What follows belongs to an exercise in optimizing a design on an open flow for a short achievable clock period and few clock cycles; a production flow would make more cautious choices.
Function was checked by simulation only, so behaviour that the tests miss may differ from the original.
Power figures rest on the tool's default switching activity, not on a simulated workload.

==> flow/design.v (excerpt) <==
module micro_riscv_top (
  input  logic        clk_i,
  input  logic        reset_i,
  output logic [31:0] instr_addr_o,
  input  logic [31:0] instr_rdata_i,
  output logic [31:0] data_addr_o,
  input  logic [31:0] data_rdata_i,
  output logic [31:0] data_wdata_o,
  output logic        data_re_o,
  output logic        data_we_o,
  output logic        finish_o
);
Size in the first run: ~0.087 mm² of cells after synthesis.
clock: 8.0 ns
lec_check: 0
cap_margin: 20
cell_pad_in_sites_detail_placement: 1
cell_pad_in_sites_global_placement: 2
core_margin: 2
core_utilization: 25
setup_slack_margin: 5
slew_margin: 20
synth_hierarchical: 1
run.sh (not shown) runs the stock make flow with config.mk's settings and CLKGATE_MAP_FILE= SYNTH_SCRIPT=/design/flow/synth_recipe.tcl, a recipe that flattens the netlist after the stock synthesis.
Testbench counts at the start, summed over its fixed seeds: cycles 66,291.
Then changed:
--- a/flow/design.v
+++ b/flow/design.v
@@ -95,36 +95,38 @@
     g_inv u_i (.a(idx_i[b]), .y(ni[b]));
   end
   logic [7:0] lo_n;
   logic [3:0] hi_n;
   for (genvar j = 0; j < 8; j++) begin : g_lo
     g_nand3 u_n (.a(j[0] ? idx_i[0] : ni[0]), .b(j[1] ? idx_i[1] : ni[1]), .c(j[2] ? idx_i[2] : ni[2]),
                  .y(lo_n[j]));
   end
   for (genvar j = 0; j < 4; j++) begin : g_hi
     g_nand2 u_n (.a(j[0] ? idx_i[3] : ni[3]), .b(j[1] ? idx_i[4] : ni[4]), .y(hi_n[j]));
   end
-  logic [31:0] sel;
-  assign sel[0] = 1'b0;
-  for (genvar k = 1; k < 32; k++) begin : g_sel
-    g_nor2 u_s (.a(lo_n[k % 8]), .b(hi_n[k / 8]), .y(sel[k]));
+  logic [31:0] sel [2];
+  for (genvar h = 0; h < 2; h++) begin : g_h
+    assign sel[h][0] = 1'b0;
+    for (genvar k = 1; k < 32; k++) begin : g_sel
+      g_nor2 u_s (.a(lo_n[k % 8]), .b(hi_n[k / 8]), .y(sel[h][k]));
+    end
   end
   for (genvar b = 0; b < W; b++) begin : g_bit
     logic [31:0] r;
     assign r[0] = 1'b0;
     for (genvar k = 1; k < 32; k++) begin : g_r
       assign r[k] = regs_i[(k-1)*W + b];
     end
     logic [15:0] t;
     for (genvar p = 0; p < 16; p++) begin : g_t
-      g_a22oi u_a (.a1(sel[2*p]), .a2(r[2*p]), .b1(sel[2*p+1]), .b2(r[2*p+1]), .y(t[p]));
+      g_a22oi u_a (.a1(sel[b / (W/2)][2*p]), .a2(r[2*p]), .b1(sel[b / (W/2)][2*p+1]), .b2(r[2*p+1]), .y(t[p]));
     end
     logic [3:0] u;
     for (genvar q = 0; q < 4; q++) begin : g_u
       g_nand4 u_n (.a(t[4*q]), .b(t[4*q+1]), .c(t[4*q+2]), .d(t[4*q+3]), .y(u[q]));
     end
     logic [1:0] v;
     g_nor2  u_v0 (.a(u[0]), .b(u[1]), .y(v[0]));
     g_nor2  u_v1 (.a(u[2]), .b(u[3]), .y(v[1]));
     g_nand2 u_w  (.a(v[0]), .b(v[1]), .y(data_o[b]));
   end
 endmodule
@@ -837,31 +839,31 @@
   f_ctl u_fc (.ir_i(ir), .x_rd_i(x_rd), .k_i(k_ld), .lnk_i(k_lnk), .m_redir_i(m_redir), .k1_i(k1), .k2_i(k2),
               .pnz_i(pnz), .pn3_i(pn3), .p5_i(pc_f[5]), .lnz_i(lnz), .ln3_i(ln3),
               .s_hold_o(f_sh), .s_jal_o(f_sj), .s_br_o(f_sb), .s_jr_o(f_sr), .s_inc_o(f_si),
               .stall_o(f_st), .stall_n_o(f_st_n), .go_o(f_go));
   logic xv_n, xw_n, xl_n, xk_n;
   logic xd_n;
   x_enter u_xn (.sx_n_i(x_sxk), .e_n_i(x_en), .st_n_i(f_st_n), .writes_i(writes), .is_ld_i(is_ld),
                 .is_lnk_i((is_jal || is_jalr) && (rd != 5'd0)),
                 .is_dm1_i(is_addi && (rs1 == rd) && (rd != 5'd0) && (ir[31:20] == 12'hfff)),
                 .valid_o(xv_n), .wen_o(xw_n), .ld_o(xl_n), .lnk_o(xk_n), .dm1_o(xd_n));
   logic [31:0] pc_p, pc_n;
-  for (genvar g = 0; g < 2; g++) begin : g_pcs
+  for (genvar g = 0; g < 4; g++) begin : g_pcs
     logic s_hold, s_jal, s_br, s_jr, s_inc, st, st_n, go;
     f_ctl u_pcsel (.ir_i(ir), .x_rd_i(x_rd), .k_i(k_ld), .lnk_i(k_lnk), .m_redir_i(m_redir || reset_i), .k1_i(k1), .k2_i(k2),
                    .pnz_i(pnz), .pn3_i(pn3), .p5_i(pc_f[5]), .lnz_i(lnz), .ln3_i(ln3),
                    .s_hold_o(s_hold), .s_jal_o(s_jal), .s_br_o(s_br), .s_jr_o(s_jr), .s_inc_o(s_inc),
                    .stall_o(st), .stall_n_o(st_n), .go_o(go));
-    ao6_g #(.W(16)) u_pc_p (.d_i({pc_f[g*16 +: 16], m_tgt[g*16 +: 16], t_jal[g*16 +: 16], t_br[g*16 +: 16],
-                                   t_jr[g*16 +: 16], pc_inc[g*16 +: 16]}),
-                             .s_i({s_hold, m_redir, s_jal, s_br, s_jr, s_inc}), .y_o(pc_p[g*16 +: 16]));
+    ao6_g #(.W(8)) u_pc_p (.d_i({pc_f[g*8 +: 8], m_tgt[g*8 +: 8], t_jal[g*8 +: 8], t_br[g*8 +: 8],
+                                 t_jr[g*8 +: 8], pc_inc[g*8 +: 8]}),
+                           .s_i({s_hold, m_redir, s_jal, s_br, s_jr, s_inc}), .y_o(pc_p[g*8 +: 8]));
   end
   for (genvar g = 0; g < 4; g++) begin : g_pcx
     mux2w #(.W(8)) u_pc_n  (.s_i(sx_n[g]), .a_i(pc_p[g*8 +: 8]),  .b_i(x_alt[g*8 +: 8]), .y_o(pc_n[g*8 +: 8]));
   end
   logic [31:1] wsel_n;
   always_comb begin
     for (int k = 1; k < 32; k++) wsel_n[k] = x_live && x_wen && (x_rd == 5'(k));
   end
   always_ff @(posedge clk_i or posedge reset_i) begin
     if (reset_i) begin
       pc_f    <= 32'd0;
Outcome:
- worst setup slack improved by 0.043 ns
- utilization rises by 0.14 points
- routed wire length rises by 6.8%
- synthesized cell count rises by 5.2%
- area after synthesis rises by 2.7%
- die area rises by 2.7%
- critical path depth rises by 2
- register-to-register slack got worse by 0.04 ns
- hold slack improved by 0.042 ns
- total power rises by 1.9%
- final area rises by 3.2%
- via count rises by 5.7%
Testbench counts after the change, summed over its fixed seeds: cycles 66,291.

========
micro_riscv_top, a different RTL version from the one above (not shown whole).
For scale: ~170 I/O pins.
Design micro_riscv_top, start of the top module:
module micro_riscv_top (
  input  logic        clk_i,
  input  logic        reset_i,
  output logic [31:0] instr_addr_o,
  input  logic [31:0] instr_rdata_i,
  output logic [31:0] data_addr_o,
  input  logic [31:0] data_rdata_i,
  output logic [31:0] data_wdata_o,
  output logic        data_re_o,
  output logic        data_we_o,
  output logic        finish_o
);
clock: 8.0 ns
lec_check: 0
cap_margin: 20
cell_pad_in_sites_detail_placement: 1
cell_pad_in_sites_global_placement: 2
core_margin: 2
core_utilization: 25
setup_slack_margin: 5
slew_margin: 20
synth_hierarchical: 1
Testbench counts at the start, summed over its fixed seeds: cycles 66,291.
Edit:
--- a/flow/design.v
+++ b/flow/design.v
@@ -94,40 +94,38 @@
   for (genvar b = 0; b < 5; b++) begin : g_ni
     g_inv u_i (.a(idx_i[b]), .y(ni[b]));
   end
   logic [7:0] lo_n;
   logic [3:0] hi_n;
   for (genvar j = 0; j < 8; j++) begin : g_lo
     g_nand3 u_n (.a(j[0] ? idx_i[0] : ni[0]), .b(j[1] ? idx_i[1] : ni[1]), .c(j[2] ? idx_i[2] : ni[2]),
                  .y(lo_n[j]));
   end
   for (genvar j = 0; j < 4; j++) begin : g_hi
     g_nand2 u_n (.a(j[0] ? idx_i[3] : ni[3]), .b(j[1] ? idx_i[4] : ni[4]), .y(hi_n[j]));
   end
-  logic [31:0] sel [2];
-  for (genvar h = 0; h < 2; h++) begin : g_h
-    assign sel[h][0] = 1'b0;
-    for (genvar k = 1; k < 32; k++) begin : g_sel
-      g_nor2 u_s (.a(lo_n[k % 8]), .b(hi_n[k / 8]), .y(sel[h][k]));
-    end
+  logic [31:0] sel;
+  assign sel[0] = 1'b0;
+  for (genvar k = 1; k < 32; k++) begin : g_sel
+    g_nor2 u_s (.a(lo_n[k % 8]), .b(hi_n[k / 8]), .y(sel[k]));
   end
   for (genvar b = 0; b < W; b++) begin : g_bit
     logic [31:0] r;
     assign r[0] = 1'b0;
     for (genvar k = 1; k < 32; k++) begin : g_r
       assign r[k] = regs_i[(k-1)*W + b];
     end
     logic [15:0] t;
     for (genvar p = 0; p < 16; p++) begin : g_t
-      g_a22oi u_a (.a1(sel[b / (W/2)][2*p]), .a2(r[2*p]), .b1(sel[b / (W/2)][2*p+1]), .b2(r[2*p+1]), .y(t[p]));
+      g_a22oi u_a (.a1(sel[2*p]), .a2(r[2*p]), .b1(sel[2*p+1]), .b2(r[2*p+1]), .y(t[p]));
     end
     logic [3:0] u;
     for (genvar q = 0; q < 4; q++) begin : g_u
       g_nand4 u_n (.a(t[4*q]), .b(t[4*q+1]), .c(t[4*q+2]), .d(t[4*q+3]), .y(u[q]));
     end
     logic [1:0] v;
     g_nor2  u_v0 (.a(u[0]), .b(u[1]), .y(v[0]));
     g_nor2  u_v1 (.a(u[2]), .b(u[3]), .y(v[1]));
     g_nand2 u_w  (.a(v[0]), .b(v[1]), .y(data_o[b]));
   end
 endmodule
 `timescale 1ns/10ps
@@ -838,33 +836,33 @@
   assign ln3 = !(&x_link[11:6]);
   f_ctl u_fc (.ir_i(ir), .x_rd_i(x_rd), .k_i(k_ld), .lnk_i(k_lnk), .m_redir_i(m_redir), .k1_i(k1), .k2_i(k2),
               .pnz_i(pnz), .pn3_i(pn3), .p5_i(pc_f[5]), .lnz_i(lnz), .ln3_i(ln3),
               .s_hold_o(f_sh), .s_jal_o(f_sj), .s_br_o(f_sb), .s_jr_o(f_sr), .s_inc_o(f_si),
               .stall_o(f_st), .stall_n_o(f_st_n), .go_o(f_go));
   logic xv_n, xw_n, xl_n, xk_n;
   logic xd_n;
   x_enter u_xn (.sx_n_i(x_sxk), .e_n_i(x_en), .st_n_i(f_st_n), .writes_i(writes), .is_ld_i(is_ld),
                 .is_lnk_i((is_jal || is_jalr) && (rd != 5'd0)),
                 .is_dm1_i(is_addi && (rs1 == rd) && (rd != 5'd0) && (ir[31:20] == 12'hfff)),
                 .valid_o(xv_n), .wen_o(xw_n), .ld_o(xl_n), .lnk_o(xk_n), .dm1_o(xd_n));
   logic [31:0] pc_p, pc_n;
-  for (genvar g = 0; g < 2; g++) begin : g_pcs
+  for (genvar g = 0; g < 4; g++) begin : g_pcs
     logic s_hold, s_jal, s_br, s_jr, s_inc, st, st_n, go;
     f_ctl u_pcsel (.ir_i(ir), .x_rd_i(x_rd), .k_i(k_ld), .lnk_i(k_lnk), .m_redir_i(m_redir || reset_i), .k1_i(k1), .k2_i(k2),
                    .pnz_i(pnz), .pn3_i(pn3), .p5_i(pc_f[5]), .lnz_i(lnz), .ln3_i(ln3),
                    .s_hold_o(s_hold), .s_jal_o(s_jal), .s_br_o(s_br), .s_jr_o(s_jr), .s_inc_o(s_inc),
                    .stall_o(st), .stall_n_o(st_n), .go_o(go));
-    ao6_g #(.W(16)) u_pc_p (.d_i({pc_f[g*16 +: 16], m_tgt[g*16 +: 16], t_jal[g*16 +: 16], t_br[g*16 +: 16],
-                                   t_jr[g*16 +: 16], pc_inc[g*16 +: 16]}),
-                             .s_i({s_hold, m_redir, s_jal, s_br, s_jr, s_inc}), .y_o(pc_p[g*16 +: 16]));
+    ao6_g #(.W(8)) u_pc_p (.d_i({pc_f[g*8 +: 8], m_tgt[g*8 +: 8], t_jal[g*8 +: 8], t_br[g*8 +: 8],
+                                 t_jr[g*8 +: 8], pc_inc[g*8 +: 8]}),
+                           .s_i({s_hold, m_redir, s_jal, s_br, s_jr, s_inc}), .y_o(pc_p[g*8 +: 8]));
   end
   for (genvar g = 0; g < 4; g++) begin : g_pcx
     mux2w #(.W(8)) u_pc_n  (.s_i(sx_n[g]), .a_i(pc_p[g*8 +: 8]),  .b_i(x_alt[g*8 +: 8]), .y_o(pc_n[g*8 +: 8]));
   end
   logic [31:1] wsel_n;
   always_comb begin
     for (int k = 1; k < 32; k++) wsel_n[k] = x_live && x_wen && (x_rd == 5'(k));
   end
   always_ff @(posedge clk_i or posedge reset_i) begin
     if (reset_i) begin
       pc_f    <= 32'd0;
       x_valid <= 1'b0;
Effect: Worst setup slack is better by 0.13 ns. Design area fell slightly. Core utilization drops by 0.19 points. Via count falls slightly. Clock power is lower by a few percent.
Testbench counts after the change, summed over its fixed seeds: cycles 66,291.

==> port drivers added, routing unchanged <==
Ports are ideal in the flow. The routed layouts listed here were re-timed in OpenROAD.
Step 1 assumes that a clkbuf_16 drives the clock port and a buf_2 every other input.
Step 2 moves the port delays by t, midway between the first and last clock arrival at a register: inputs arrive t later, outputs are due t later. That takes back most of the time a late clock gives input paths.
Slacks: ideal / step 1 / step 2; pairs: ideal / step 1.
run | t, ns | setup WS [ns] | clock arrival spread, ns
the first run of note 1 | 0.977 | 4.870 / 4.787 / 3.810 | 0.082 / 0.082
the second run of note 1 | 0.984 | 4.912 / 4.720 / 3.736 | 0.063 / 0.064
the first run of note 2 | 0.980 | 4.798 / 4.599 / 3.618 | 0.071 / 0.071
the second run of note 2 | 0.960 | 4.924 / 4.719 / 3.760 | 0.112 / 0.113
After both steps every run listed still meets setup and hold. For the first run of note 2, which loses most, drivers alone change the setup slack by -0.199 ns; drivers and shift together by -1.180 ns.
